Context: an optimization exercise on an open-source flow, tuned for a short achievable clock period and few clock cycles. The choices shown serve that exercise and are no tape-out recipe. Only simulation tests tie the RTL to the original design; equivalence was not proved. No activity file was given, so power comes from the tool's default toggle rates.

**flow/design.v**
```verilog
package rv_core_pkg;
  typedef logic [32-1:0] word_t;
  typedef logic [5-1:0] reg_addr_t;
  typedef enum logic [3:0] {
    ALU_ADD,
    ALU_SUB,
    ALU_AND,
    ALU_OR,
    ALU_XOR,
    ALU_SLT,
    ALU_SLL,
    ALU_SRL,
    ALU_PASS_B
  } alu_op_e;
  typedef enum logic [1:0] {
    WB_ALU,
    WB_MEM,
    WB_PC4
  } wb_sel_e;
  typedef enum logic [1:0] {
    FWD_RF,
    FWD_EXMEM,
    FWD_MEMWB
  } fwd_sel_e;
  typedef struct packed {
    alu_op_e alu_op;
    logic    use_imm;
    logic    reg_write;
    logic    mem_rd;
    logic    mem_wr;
    logic    branch;
    logic    branch_ne;
    logic    jump;
    wb_sel_e wb_sel;
  } ctrl_t;
  localparam ctrl_t CTRL_NOP = '0;
  localparam logic [6:0] OPC_OP     = 7'b0110011;
  localparam logic [6:0] OPC_OP_IMM = 7'b0010011;
  localparam logic [6:0] OPC_LUI    = 7'b0110111;
  localparam logic [6:0] OPC_LOAD   = 7'b0000011;
  localparam logic [6:0] OPC_STORE  = 7'b0100011;
  localparam logic [6:0] OPC_BRANCH = 7'b1100011;
  localparam logic [6:0] OPC_JAL    = 7'b1101111;
endpackage
module reg_file (
  input  logic      clk,
  input  logic      reset_i,
  input  rv_core_pkg::reg_addr_t rs1_i,
  input  rv_core_pkg::reg_addr_t rs2_i,
  input  rv_core_pkg::reg_addr_t wr_addr_i,
  input  logic      wr_en_i,
  input  rv_core_pkg::word_t     wr_data_i,
  output rv_core_pkg::word_t     rs1_data_o,
  output rv_core_pkg::word_t     rs2_data_o
);
  rv_core_pkg::word_t regs [32];
  logic  we;
  assign we = wr_en_i && !reset_i && (wr_addr_i != '0);
  always_ff @(posedge clk) begin
    if (we) begin
      regs[wr_addr_i] <= wr_data_i;
    end
  end
  always_comb begin
    if (rs1_i == '0) begin
      rs1_data_o = '0;
    end else if (we && (wr_addr_i == rs1_i)) begin
      rs1_data_o = wr_data_i;
    end else begin
      rs1_data_o = regs[rs1_i];
    end
  end
  always_comb begin
    if (rs2_i == '0) begin
      rs2_data_o = '0;
    end else if (we && (wr_addr_i == rs2_i)) begin
      rs2_data_o = wr_data_i;
    end else begin
      rs2_data_o = regs[rs2_i];
    end
  end
endmodule
module fetch_stage (
  input  logic              clk,
  input  logic              reset_i,
  input  rv_core_pkg::word_t             boot_addr_i,
  input  logic              redirect_i,
  input  rv_core_pkg::word_t             target_i,
  input  rv_core_pkg::word_t             imem_rdata_i,
  input  logic              stall_i,
  input  logic              flush_i,
  output rv_core_pkg::word_t             imem_addr_o,
  output rv_core_pkg::word_t             if_pc_o,
  output rv_core_pkg::word_t             if_instr_o
);
  localparam rv_core_pkg::word_t NOP_INSTR = 32'h0000_0013;
  rv_core_pkg::word_t pc_q;
  rv_core_pkg::word_t pc_d;
  always_comb begin
    if (redirect_i) begin
      pc_d = target_i;
    end else if (stall_i) begin
      pc_d = pc_q;
    end else begin
      pc_d = pc_q + 32'd4;
    end
  end
  always_ff @(posedge clk) begin
    if (reset_i) begin
      pc_q <= boot_addr_i;
    end else begin
      pc_q <= pc_d;
    end
  end
  assign imem_addr_o = pc_q;
  always_ff @(posedge clk) begin
    if (reset_i || flush_i) begin
      if_instr_o <= NOP_INSTR;
    end else if (!stall_i) begin
      if_instr_o <= imem_rdata_i;
      if_pc_o    <= pc_q;
    end
  end
endmodule
module decode_stage (
  input  logic        clk,
  input  logic        reset_i,
  input  rv_core_pkg::word_t       pc_i,
  input  rv_core_pkg::word_t       instr_i,
  input  logic        wb_en_i,
  input  rv_core_pkg::reg_addr_t   wb_addr_i,
  input  rv_core_pkg::word_t       wb_data_i,
  input  logic        stall_i,
  input  logic        flush_i,
  output rv_core_pkg::ctrl_t       id_ctrl_o,
  output rv_core_pkg::word_t       id_rs1_data_o,
  output rv_core_pkg::word_t       id_rs2_data_o,
  output rv_core_pkg::word_t       id_imm_o,
  output rv_core_pkg::word_t       id_pc_o,
  output rv_core_pkg::reg_addr_t   id_rs1_o,
  output rv_core_pkg::reg_addr_t   id_rs2_o,
  output rv_core_pkg::reg_addr_t   id_rd_o,
  output rv_core_pkg::reg_addr_t   dec_rs1_o,
  output rv_core_pkg::reg_addr_t   dec_rs2_o
);
  logic [6:0] opcode;
  logic [2:0] funct3;
  logic [6:0] funct7;
  rv_core_pkg::reg_addr_t  rd;
  rv_core_pkg::word_t      imm_i;
  rv_core_pkg::word_t      imm_s;
  rv_core_pkg::word_t      imm_b;
  rv_core_pkg::word_t      imm_u;
  rv_core_pkg::word_t      imm_j;
  rv_core_pkg::word_t      imm_d;
  rv_core_pkg::ctrl_t      ctrl_d;
  rv_core_pkg::word_t      rs1_data;
  rv_core_pkg::word_t      rs2_data;
  assign opcode    = instr_i[6:0];
  assign funct3    = instr_i[14:12];
  assign funct7    = instr_i[31:25];
  assign rd        = instr_i[11:7];
  assign dec_rs1_o = instr_i[19:15];
  assign dec_rs2_o = instr_i[24:20];
  assign imm_i = {{20{instr_i[31]}}, instr_i[31:20]};
  assign imm_s = {{20{instr_i[31]}}, instr_i[31:25], instr_i[11:7]};
  assign imm_b = {{19{instr_i[31]}}, instr_i[31], instr_i[7], instr_i[30:25],
                  instr_i[11:8], 1'b0};
  assign imm_u = {instr_i[31:12], 12'b0};
  assign imm_j = {{11{instr_i[31]}}, instr_i[31], instr_i[19:12], instr_i[20],
                  instr_i[30:21], 1'b0};
  always_comb begin
    ctrl_d = rv_core_pkg::CTRL_NOP;
    imm_d  = imm_i;
    case (opcode)
      rv_core_pkg::OPC_OP: begin
        ctrl_d.reg_write = 1'b1;
        case (funct3)
          3'b000:  ctrl_d.alu_op = (funct7 == 7'b0100000) ? rv_core_pkg::ALU_SUB : rv_core_pkg::ALU_ADD;
          3'b001:  ctrl_d.alu_op = rv_core_pkg::ALU_SLL;
          3'b010:  ctrl_d.alu_op = rv_core_pkg::ALU_SLT;
          3'b100:  ctrl_d.alu_op = rv_core_pkg::ALU_XOR;
          3'b101:  ctrl_d.alu_op = rv_core_pkg::ALU_SRL;
          3'b110:  ctrl_d.alu_op = rv_core_pkg::ALU_OR;
          3'b111:  ctrl_d.alu_op = rv_core_pkg::ALU_AND;
          default: ctrl_d = rv_core_pkg::CTRL_NOP;
        endcase
      end
      rv_core_pkg::OPC_OP_IMM: begin
        ctrl_d.reg_write = 1'b1;
        ctrl_d.use_imm   = 1'b1;
        case (funct3)
          3'b000:  ctrl_d.alu_op = rv_core_pkg::ALU_ADD;
          3'b010:  ctrl_d.alu_op = rv_core_pkg::ALU_SLT;
          3'b100:  ctrl_d.alu_op = rv_core_pkg::ALU_XOR;
          3'b110:  ctrl_d.alu_op = rv_core_pkg::ALU_OR;
          3'b111:  ctrl_d.alu_op = rv_core_pkg::ALU_AND;
          default: ctrl_d = rv_core_pkg::CTRL_NOP;
        endcase
      end
      rv_core_pkg::OPC_LUI: begin
        ctrl_d.alu_op    = rv_core_pkg::ALU_PASS_B;
        ctrl_d.use_imm   = 1'b1;
        ctrl_d.reg_write = 1'b1;
        imm_d            = imm_u;
      end
      rv_core_pkg::OPC_LOAD: begin
        if (funct3 == 3'b010) begin
          ctrl_d.use_imm   = 1'b1;
          ctrl_d.reg_write = 1'b1;
          ctrl_d.mem_rd    = 1'b1;
          ctrl_d.wb_sel    = rv_core_pkg::WB_MEM;
        end
      end
      rv_core_pkg::OPC_STORE: begin
        if (funct3 == 3'b010) begin
          ctrl_d.use_imm = 1'b1;
          ctrl_d.mem_wr  = 1'b1;
        end
        imm_d = imm_s;
      end
      rv_core_pkg::OPC_BRANCH: begin
        ctrl_d.branch    = (funct3[2:1] == 2'b00);
        ctrl_d.branch_ne = funct3[0];
        imm_d            = imm_b;
      end
      rv_core_pkg::OPC_JAL: begin
        ctrl_d.jump      = 1'b1;
        ctrl_d.reg_write = 1'b1;
        ctrl_d.wb_sel    = rv_core_pkg::WB_PC4;
        imm_d            = imm_j;
      end
      default: ctrl_d = rv_core_pkg::CTRL_NOP;
    endcase
  end
  reg_file reg_file_inst (
    .clk        (clk),
    .reset_i    (reset_i),
    .rs1_i      (dec_rs1_o),
    .rs2_i      (dec_rs2_o),
    .wr_addr_i  (wb_addr_i),
    .wr_en_i    (wb_en_i),
    .wr_data_i  (wb_data_i),
    .rs1_data_o (rs1_data),
    .rs2_data_o (rs2_data)
  );
  always_ff @(posedge clk) begin
    if (reset_i || stall_i || flush_i) begin
      id_ctrl_o <= rv_core_pkg::CTRL_NOP;
    end else begin
      id_ctrl_o <= ctrl_d;
    end
  end
  always_ff @(posedge clk) begin
    id_rs1_data_o <= rs1_data;
    id_rs2_data_o <= rs2_data;
    id_imm_o      <= imm_d;
    id_pc_o       <= pc_i;
    id_rs1_o      <= dec_rs1_o;
    id_rs2_o      <= dec_rs2_o;
    id_rd_o       <= rd;
  end
endmodule
module execute_stage (
  input  logic         clk,
  input  logic         reset_i,
  input  rv_core_pkg::ctrl_t        id_ctrl_i,
  input  rv_core_pkg::word_t        id_rs1_data_i,
  input  rv_core_pkg::word_t        id_rs2_data_i,
  input  rv_core_pkg::word_t        id_imm_i,
  input  rv_core_pkg::word_t        id_pc_i,
  input  rv_core_pkg::reg_addr_t    id_rd_i,
  input  rv_core_pkg::word_t        mem_fwd_i,
  input  logic [1:0]           fwd_a_i,
  input  logic [1:0]           fwd_b_i,
  output logic         redirect_o,
  output rv_core_pkg::word_t        target_o,
  output rv_core_pkg::ctrl_t        ex_ctrl_o,
  output rv_core_pkg::word_t        ex_result_o,
  output rv_core_pkg::word_t        ex_store_o,
  output rv_core_pkg::word_t        ex_pc4_o,
  output rv_core_pkg::reg_addr_t    ex_rd_o
);
  rv_core_pkg::word_t op_a;
  rv_core_pkg::word_t rs2_val;
  rv_core_pkg::word_t op_b;
  rv_core_pkg::word_t alu_out;
  rv_core_pkg::word_t exmem_fwd;
  assign exmem_fwd = (ex_ctrl_o.wb_sel == rv_core_pkg::WB_PC4) ? ex_pc4_o : ex_result_o;
  always_comb begin
    case (fwd_a_i)
      rv_core_pkg::FWD_EXMEM: op_a = exmem_fwd;
      rv_core_pkg::FWD_MEMWB: op_a = mem_fwd_i;
      default:   op_a = id_rs1_data_i;
    endcase
    case (fwd_b_i)
      rv_core_pkg::FWD_EXMEM: rs2_val = exmem_fwd;
      rv_core_pkg::FWD_MEMWB: rs2_val = mem_fwd_i;
      default:   rs2_val = id_rs2_data_i;
    endcase
  end
  assign op_b = id_ctrl_i.use_imm ? id_imm_i : rs2_val;
  always_comb begin
    case (id_ctrl_i.alu_op)
      rv_core_pkg::ALU_SUB:    alu_out = op_a - op_b;
      rv_core_pkg::ALU_AND:    alu_out = op_a & op_b;
      rv_core_pkg::ALU_OR:     alu_out = op_a | op_b;
      rv_core_pkg::ALU_XOR:    alu_out = op_a ^ op_b;
      rv_core_pkg::ALU_SLT:    alu_out = rv_core_pkg::word_t'($signed(op_a) < $signed(op_b));
      rv_core_pkg::ALU_SLL:    alu_out = op_a << op_b[4:0];
      rv_core_pkg::ALU_SRL:    alu_out = op_a >> op_b[4:0];
      rv_core_pkg::ALU_PASS_B: alu_out = op_b;
      default:    alu_out = op_a + op_b;
    endcase
  end
  assign redirect_o = id_ctrl_i.jump |
                      (id_ctrl_i.branch & ((op_a == rs2_val) ^ id_ctrl_i.branch_ne));
  assign target_o   = id_pc_i + id_imm_i;
  always_ff @(posedge clk) begin
    if (reset_i) begin
      ex_ctrl_o <= rv_core_pkg::CTRL_NOP;
    end else begin
      ex_ctrl_o <= id_ctrl_i;
    end
  end
  always_ff @(posedge clk) begin
    ex_result_o <= alu_out;
    ex_store_o  <= rs2_val;
    ex_pc4_o    <= id_pc_i + 32'd4;
    ex_rd_o     <= id_rd_i;
  end
endmodule
module mem_wb_stage (
  input  logic      clk,
  input  logic      reset_i,
  input  rv_core_pkg::ctrl_t     ex_ctrl_i,
  input  rv_core_pkg::word_t     ex_result_i,
  input  rv_core_pkg::word_t     ex_store_i,
  input  rv_core_pkg::word_t     ex_pc4_i,
  input  rv_core_pkg::reg_addr_t ex_rd_i,
  input  rv_core_pkg::word_t     dmem_rdata_i,
  output rv_core_pkg::word_t     dmem_addr_o,
  output rv_core_pkg::word_t     dmem_wdata_o,
  output logic      dmem_rd_o,
  output logic      dmem_wr_o,
  output logic      wb_en_o,
  output rv_core_pkg::reg_addr_t wb_addr_o,
  output rv_core_pkg::word_t     wb_data_o
);
  rv_core_pkg::wb_sel_e wb_sel_q;
  rv_core_pkg::word_t   alu_q;
  rv_core_pkg::word_t   load_q;
  rv_core_pkg::word_t   pc4_q;
  assign dmem_addr_o  = ex_result_i;
  assign dmem_wdata_o = ex_store_i;
  assign dmem_rd_o    = ex_ctrl_i.mem_rd;
  assign dmem_wr_o    = ex_ctrl_i.mem_wr;
  always_ff @(posedge clk) begin
    if (reset_i) begin
      wb_en_o  <= 1'b0;
      wb_sel_q <= rv_core_pkg::WB_ALU;
    end else begin
      wb_en_o  <= ex_ctrl_i.reg_write;
      wb_sel_q <= ex_ctrl_i.wb_sel;
    end
  end
  always_ff @(posedge clk) begin
    alu_q     <= ex_result_i;
    load_q    <= dmem_rdata_i;
    pc4_q     <= ex_pc4_i;
    wb_addr_o <= ex_rd_i;
  end
  always_comb begin
    case (wb_sel_q)
      rv_core_pkg::WB_MEM:  wb_data_o = load_q;
      rv_core_pkg::WB_PC4:  wb_data_o = pc4_q;
      default: wb_data_o = alu_q;
    endcase
  end
endmodule
module hazard_unit (
  input  rv_core_pkg::reg_addr_t dec_rs1_i,
  input  rv_core_pkg::reg_addr_t dec_rs2_i,
  input  rv_core_pkg::reg_addr_t id_rs1_i,
  input  rv_core_pkg::reg_addr_t id_rs2_i,
  input  rv_core_pkg::reg_addr_t id_rd_i,
  input  rv_core_pkg::reg_addr_t ex_rd_i,
  input  rv_core_pkg::reg_addr_t wb_addr_i,
  input  logic      id_mem_rd_i,
  input  logic      ex_reg_write_i,
  input  logic      wb_en_i,
  input  logic      redirect_i,
  output logic      stall_o,
  output logic      flush_if_id_o,
  output logic      flush_id_ex_o,
  output logic [1:0]        fwd_a_o,
  output logic [1:0]        fwd_b_o
);
  function automatic logic [1:0] pick_src(input logic [4:0] src, input logic [4:0] ex_rd,
                                          input logic ex_we, input logic [4:0] wb_rd,
                                          input logic wb_we);
    if (src == 5'd0) begin
      pick_src = rv_core_pkg::FWD_RF;
    end else if (ex_we && (ex_rd == src)) begin
      pick_src = rv_core_pkg::FWD_EXMEM;
    end else if (wb_we && (wb_rd == src)) begin
      pick_src = rv_core_pkg::FWD_MEMWB;
    end else begin
      pick_src = rv_core_pkg::FWD_RF;
    end
  endfunction
  assign fwd_a_o = pick_src(id_rs1_i, ex_rd_i, ex_reg_write_i, wb_addr_i, wb_en_i);
  assign fwd_b_o = pick_src(id_rs2_i, ex_rd_i, ex_reg_write_i, wb_addr_i, wb_en_i);
  assign stall_o = id_mem_rd_i && (id_rd_i != '0) &&
                      ((id_rd_i == dec_rs1_i) || (id_rd_i == dec_rs2_i));
  assign flush_if_id_o = redirect_i;
  assign flush_id_ex_o = redirect_i;
endmodule
module rv_core_top (
  input  logic  clk,
  input  logic  reset_i,
  input  rv_core_pkg::word_t boot_addr_i,
  output rv_core_pkg::word_t imem_addr_o,
  input  rv_core_pkg::word_t imem_rdata_i,
  output rv_core_pkg::word_t dmem_addr_o,
  output rv_core_pkg::word_t dmem_wdata_o,
  output logic  dmem_rd_o,
  output logic  dmem_wr_o,
  input  rv_core_pkg::word_t dmem_rdata_i
);
  rv_core_pkg::word_t     if_pc;
  rv_core_pkg::word_t     if_instr;
  logic      redirect;
  rv_core_pkg::word_t     target;
  rv_core_pkg::ctrl_t     id_ctrl;
  rv_core_pkg::word_t     id_rs1_data;
  rv_core_pkg::word_t     id_rs2_data;
  rv_core_pkg::word_t     id_imm;
  rv_core_pkg::word_t     id_pc;
  rv_core_pkg::reg_addr_t id_rs1;
  rv_core_pkg::reg_addr_t id_rs2;
  rv_core_pkg::reg_addr_t id_rd;
  rv_core_pkg::reg_addr_t dec_rs1;
  rv_core_pkg::reg_addr_t dec_rs2;
  rv_core_pkg::ctrl_t     ex_ctrl;
  rv_core_pkg::word_t     ex_result;
  rv_core_pkg::word_t     ex_store;
  rv_core_pkg::word_t     ex_pc4;
  rv_core_pkg::reg_addr_t ex_rd;
  logic      wb_en;
  rv_core_pkg::reg_addr_t wb_addr;
  rv_core_pkg::word_t     wb_data;
  logic      stall;
  logic      flush_if_id;
  logic      flush_id_ex;
  logic [1:0] fwd_a;
  logic [1:0] fwd_b;
  fetch_stage fetch_stage_inst (
    .clk          (clk),
    .reset_i      (reset_i),
    .boot_addr_i  (boot_addr_i),
    .redirect_i   (redirect),
    .target_i     (target),
    .imem_rdata_i (imem_rdata_i),
    .stall_i      (stall),
    .flush_i      (flush_if_id),
    .imem_addr_o  (imem_addr_o),
    .if_pc_o      (if_pc),
    .if_instr_o   (if_instr)
  );
  decode_stage decode_stage_inst (
    .clk           (clk),
    .reset_i       (reset_i),
    .pc_i          (if_pc),
    .instr_i       (if_instr),
    .wb_en_i       (wb_en),
    .wb_addr_i     (wb_addr),
    .wb_data_i     (wb_data),
    .stall_i       (stall),
    .flush_i       (flush_id_ex),
    .id_ctrl_o     (id_ctrl),
    .id_rs1_data_o (id_rs1_data),
    .id_rs2_data_o (id_rs2_data),
    .id_imm_o      (id_imm),
    .id_pc_o       (id_pc),
    .id_rs1_o      (id_rs1),
    .id_rs2_o      (id_rs2),
    .id_rd_o       (id_rd),
    .dec_rs1_o     (dec_rs1),
    .dec_rs2_o     (dec_rs2)
  );
  execute_stage execute_stage_inst (
    .clk           (clk),
    .reset_i       (reset_i),
    .id_ctrl_i     (id_ctrl),
    .id_rs1_data_i (id_rs1_data),
    .id_rs2_data_i (id_rs2_data),
    .id_imm_i      (id_imm),
    .id_pc_i       (id_pc),
    .id_rd_i       (id_rd),
    .mem_fwd_i     (wb_data),
    .fwd_a_i       (fwd_a),
    .fwd_b_i       (fwd_b),
    .redirect_o    (redirect),
    .target_o      (target),
    .ex_ctrl_o     (ex_ctrl),
    .ex_result_o   (ex_result),
    .ex_store_o    (ex_store),
    .ex_pc4_o      (ex_pc4),
    .ex_rd_o       (ex_rd)
  );
  mem_wb_stage mem_wb_stage_inst (
    .clk          (clk),
    .reset_i      (reset_i),
    .ex_ctrl_i    (ex_ctrl),
    .ex_result_i  (ex_result),
    .ex_store_i   (ex_store),
    .ex_pc4_i     (ex_pc4),
    .ex_rd_i      (ex_rd),
    .dmem_rdata_i (dmem_rdata_i),
    .dmem_addr_o  (dmem_addr_o),
    .dmem_wdata_o (dmem_wdata_o),
    .dmem_rd_o    (dmem_rd_o),
    .dmem_wr_o    (dmem_wr_o),
    .wb_en_o      (wb_en),
    .wb_addr_o    (wb_addr),
    .wb_data_o    (wb_data)
  );
  hazard_unit hazard_unit_inst (
    .dec_rs1_i      (dec_rs1),
    .dec_rs2_i      (dec_rs2),
    .id_rs1_i       (id_rs1),
    .id_rs2_i       (id_rs2),
    .id_rd_i        (id_rd),
    .ex_rd_i        (ex_rd),
    .wb_addr_i      (wb_addr),
    .id_mem_rd_i    (id_ctrl.mem_rd),
    .ex_reg_write_i (ex_ctrl.reg_write),
    .wb_en_i        (wb_en),
    .redirect_i     (redirect),
    .stall_o        (stall),
    .flush_if_id_o  (flush_if_id),
    .flush_id_ex_o  (flush_id_ex),
    .fwd_a_o        (fwd_a),
    .fwd_b_o        (fwd_b)
  );
endmodule
```
**flow/run.sh**
```bash
#!/bin/bash
# synth_recipe.tcl (not shown) runs the flow's synth.tcl, then flattens the netlist and writes it again
# the make line also repeats each setting of config.mk as NAME=value (left out here)
make -C /OpenROAD-flow-scripts/flow DESIGN_CONFIG=/design/flow/config.mk WORK_HOME=/design/flow/orfs CLKGATE_MAP_FILE= SYNTH_SCRIPT=/design/flow/synth_recipe.tcl finish
```
**flow/config.mk**
```make
export PLATFORM = sky130hd
export DESIGN_NAME = rv_core_top
export DESIGN_NICKNAME = rv_core_top
export VERILOG_FILES = /design/flow/design.v
export SDC_FILE = /design/flow/constraint.sdc
export NUM_CORES = 4
export LEC_CHECK = 0
export CAP_MARGIN = 20
export CORE_MARGIN = 2
export CORE_UTILIZATION = 40
export PLACE_DENSITY = 0.6
export SLEW_MARGIN = 20
```
**flow/constraint.sdc**
```tcl
create_clock -name core_clock -period 7.0 [get_ports {clk}]
set_input_delay 1.4000 -clock core_clock [delete_from_list [all_inputs] [get_ports {clk}]]
set_output_delay 1.4000 -clock core_clock [all_outputs]
set_load 0.01 [all_outputs]
```
==> metrics.cfg <==
[status]
status=complete, no violations

[timing]
fin_skew_ns=0.04840
finalSetupViolCount=0
min_period_over_period_pct=94.70
fin_crit_ns=6.629
worstMarginPinSlew_ns=1.176
setup_tns_ns=0
whs_ns=0.3357
slew_headroom_pct=21.17
slew_viol_final=0
fmax_mhz=150.9
hold_violations=0
rsz0062_at_grt=no

[die]
design.die.area_sq_mm=0.1892
boundaryPins=196
start_util_pct=40.15
rows=158
die_w_um=435.0
die_h_um=435.0
core_area_sq_mm=0.1850

[final_layout]
fill_cells=16355
area_delta_synth_final_pct=15.15
nNetsFinal=5829
post-route-util_pct=46.23
stdcell_count=8215
drive_gt1_share_pct=21.50
regArea_sq_mm=0.04066
multi_input_area_sq_mm=0.03216

[synth]
ys_types=96
synth_edf_count=1088
ys_ff_latch=1485
yosysWarnings=6
syn_area_per_cell_sq_um=13.80
synth_area_leader_cell=edfxtp_1
yosysSeqAreaShare_pct=54.67
netlist_area_sq_mm=0.07429
async_flop_share_pct=0
yosysTopAreaCellShare_pct=43.98
synth.area.top_cells=edfxtp_1 44%, mux4_2 15%, dfxtp_1 11%, mux2i_1 4.5%, ha_1 2.3%
syn-instance-count=5385
synth.most_common_cell=edfxtp_1
synthTopCellsByCount=1088 x edfxtp_1, 506 x mux4_2, 397 x dfxtp_1, 333 x mux2i_1, 318 x nor2_1
synth_flop_cell=edfxtp_1

[route]
vias=52743
initialDrtViolationCount=6989
drtAntennaViolNets=0
drt_wl_total_mm=280.9
wl_per_cell_um=34.19
drcViolationCount=0
viasPerCell=6.420
drt_first_pass_iters=6

[global_route]
overflow=0
grt_max_degree=106
antenna_found_initial=12
track_usage_pct=29.07
grt_pass1_wl_mm=393.2
grt_pass1_vias=51271

[clock_tree]
cts_setup_buffers=0
clk_root_buffer_cell=clkbuf_16
postCtsHoldBufs=0
cts.path.max_buffers=3
insertion_delay_ns=0.82
clk_pin_slew_ns=0.06
clock-sinks=1485
cts.repair.resized=0
cts_buffers=162
tritoncts=yes
htree_num_levels=4

[worst_setup_path]
startpoint_type=flop
crit_required_ns=7.72
criticalPathCategory=flop to flop
r2r_slack_ns=0.37
cp-startpoint=decode_stage_inst.id_rs2_o[2]$_DFF_P_
r2r_start=decode_stage_inst.id_rs2_o[2]$_DFF_P_
cp.arrival_ns=7.35
crit_path_end=execute_stage_inst.ex_result_o[28]$_DFF_P_
reg2reg_depth=23
end_kind=flop
path_max_fanout=11
r2r-end=execute_stage_inst.ex_result_o[28]$_DFF_P_

[run]
cap_viol_max_count=0

[placement]
io_buffers=195
dp_hpwl_mm=188.7
routabilityCongestion=1.024
dp_cells=7909

[power_and_ir_drop]
peakVddDrop_mv=0.2295
p_leak_nw=29.28
powerDensity_mw_per_mm2=309.2
power_w=0.02645

[hold_path]
hp-class=flop to flop

## worst min path at each step
| stage | start | endpoint | slack [ns] | cells after the start |
|---|---|---|---|---|
| 2_1_floorplan | fetch_stage_inst.if_pc_o[0]$_DFFE_PP_ | decode_stage_inst.id_pc_o[0]$_DFF_P_ | 0.32 | 0 |
| 5_1_grt | fetch_stage_inst.if_pc_o[9]$_DFFE_PP_ | decode_stage_inst.id_pc_o[9]$_DFF_P_ | 0.35 | 0 |
| 3_3_place_gp | fetch_stage_inst.if_pc_o[3]$_DFFE_PP_ | decode_stage_inst.id_pc_o[3]$_DFF_P_ | 0.33 | 0 |
| 6_report | fetch_stage_inst.if_pc_o[18]$_DFFE_PP_ | decode_stage_inst.id_pc_o[18]$_DFF_P_ | 0.34 | 0 |
| 4_1_cts | fetch_stage_inst.if_pc_o[18]$_DFFE_PP_ | decode_stage_inst.id_pc_o[18]$_DFF_P_ | 0.33 | 0 |
| 3_5_place_dp | fetch_stage_inst.if_pc_o[24]$_DFFE_PP_ | decode_stage_inst.id_pc_o[24]$_DFF_P_ | 0.33 | 0 |
## metrics by stage
stage                     instance area [sq um]  setup WS (ns)
after floorplan                           74410         0.2870
after global placement                    80210         0.3635
after detailed placement                  80230         0.3282
after CTS                                 85510         0.3083
after global routing                      85530       0.005763
final                                     85550         0.3713
## state kept, by name, indices dropped and copies added (netlist names)
signal and cells:
decode_stage_inst.id_rs2_data_o 32, execute_stage_inst.ex_store_o 32, mem_wb_stage_inst.load_q 32, mem_wb_stage_inst.wb_addr_o 5, fetch_stage_inst.if_pc_o 32, decode_stage_inst.id_rs2_o 5
decode_stage_inst.id_pc_o 32, fetch_stage_inst.if_instr_o 32, decode_stage_inst.reg_file_inst.regs 1024, mem_wb_stage_inst.pc4_q 32, decode_stage_inst.id_ctrl_o 12, execute_stage_inst.ex_result_o 32
mem_wb_stage_inst.wb_sel_q 2, mem_wb_stage_inst.wb_en_o 1, execute_stage_inst.ex_pc4_o 32, decode_stage_inst.id_rs1_data_o 32, decode_stage_inst.id_imm_o 32, mem_wb_stage_inst.alu_q 32
fetch_stage_inst.pc_q 32, execute_stage_inst.ex_rd_o 5, execute_stage_inst.ex_ctrl_o 5, decode_stage_inst.id_rd_o 5, decode_stage_inst.id_rs1_o 5
## placed cells by master, fill, tap and decap left out, types with 33 or more instances in the layout
cell	instances
nand2_1	235
o22ai_1	83
nor3_1	85
edfxtp_1	1088
clkbuf_1	43
a211oi_1	91
xor2_1	48
buf_4	208
a21o_1	69
nor4_1	37
inv_1	142
dfxtp_1	386
a221oi_1	79
nor2_1	285
or3_1	35
ha_1	133
a21oi_1	146
clkbuf_16	168
o221ai_1	43
o211ai_1	59
xnor2_1	78
mux4_2	506
a22oi_1	50
nand2b_1	35
mux2_2	85
o21ai_0	190
and3_1	33
mux2i_1	332
clkdlybuf4s50_1	194
nand3_1	69
## metal layers
layer  global-route usage, %  share of wire [%]  up-vias
met4                   15.44                6.0        8
met1                   38.82                 39    27166
met5                       0              0.020        -
li1                        -                  -    21893
met2                   44.98                 46     3019
met3                   5.562                9.2      657
## cells by family (layout without fill, tap and decap cells)
kind of cell,count (synthesis),after routing,synth area share (%)
other,1,41,0.005048
muxes,925,925,21.13
xor gates and xnor gates,128,128,1.509
DFF,1485,1485,54.67
AOI/OAI and AO/OA,1138,1138,10.79
and+or+nand+nor,1020,1020,6.646
buffers and inverters,550,860,2.885
adders and majority gates,138,138,2.354
## power breakdown
part	switching (W)	internal (W)	leakage [nW]
Sequential	0.000687	0.0108	13.2
Clock	0.00367	0.00490	2.57
Combinational	0.00426	0.00210	13.5
## cell type report
cell class	instances	area share (%)
flip-flops and latches	1485	47.53
clock buffers	217	5.199
well taps	2480	3.627
clock inverters	80	0.9711
diodes	9	0.02633
repair buffers	416	4.405
multi-input cells	3381	37.60
inverters	147	0.6494
## worst max-delay path, cell delays in order, from the launching register on
cell and delay, ns:
dfxtp_1 0.38, xor2_1 0.19, nor4_1 0.07, and3_1 0.19
nor4_2 0.48, inv_1 0.11, ha_1 0.38, and3_1 0.22
o41a_1 0.43, mux2i_4 0.22, inv_2 0.06, ha_1 0.21
fa_1 0.46, a21o_1 0.20, a21oi_1 0.23, o211ai_1 0.17
a221o_1 0.46, o31a_1 0.31, a41oi_1 0.39, o31ai_1 0.18
a31o_2 0.31, a31o_2 0.27, a2111o_1 0.40, a21bo_2 0.19
Testbench counts, summed over its fixed seeds: cycles 53,261.

afterwards: timing with drivers on the ports:
In the flow no input, the clock included, has a driving cell. The finished layout below was timed again as built, in two steps. Step 1, drivers: a clkbuf_16 drives clk and a buf_2 each remaining input, both assumed. Step 2 moves the port delays by t, midway between the first and last clock arrival at a register: inputs arrive t later, outputs are due t later. That takes back most of the time a late clock gives input paths. Slacks: no drivers / after step 1 / after step 2; pairs: no drivers / after step 1.
t (ns): 0.879
setup slack, ns: 0.371 / 0.371 / 0.371
latest minus earliest clock arrival (ns): 0.053 / 0.052
worst data-port slew with drivers (ns): 0.09
pins driven straight from the clock port: 1
After both steps this run still meets setup and hold. For this run, drivers alone change the setup slack by 0.000 ns; drivers and shift together by 0.000 ns.
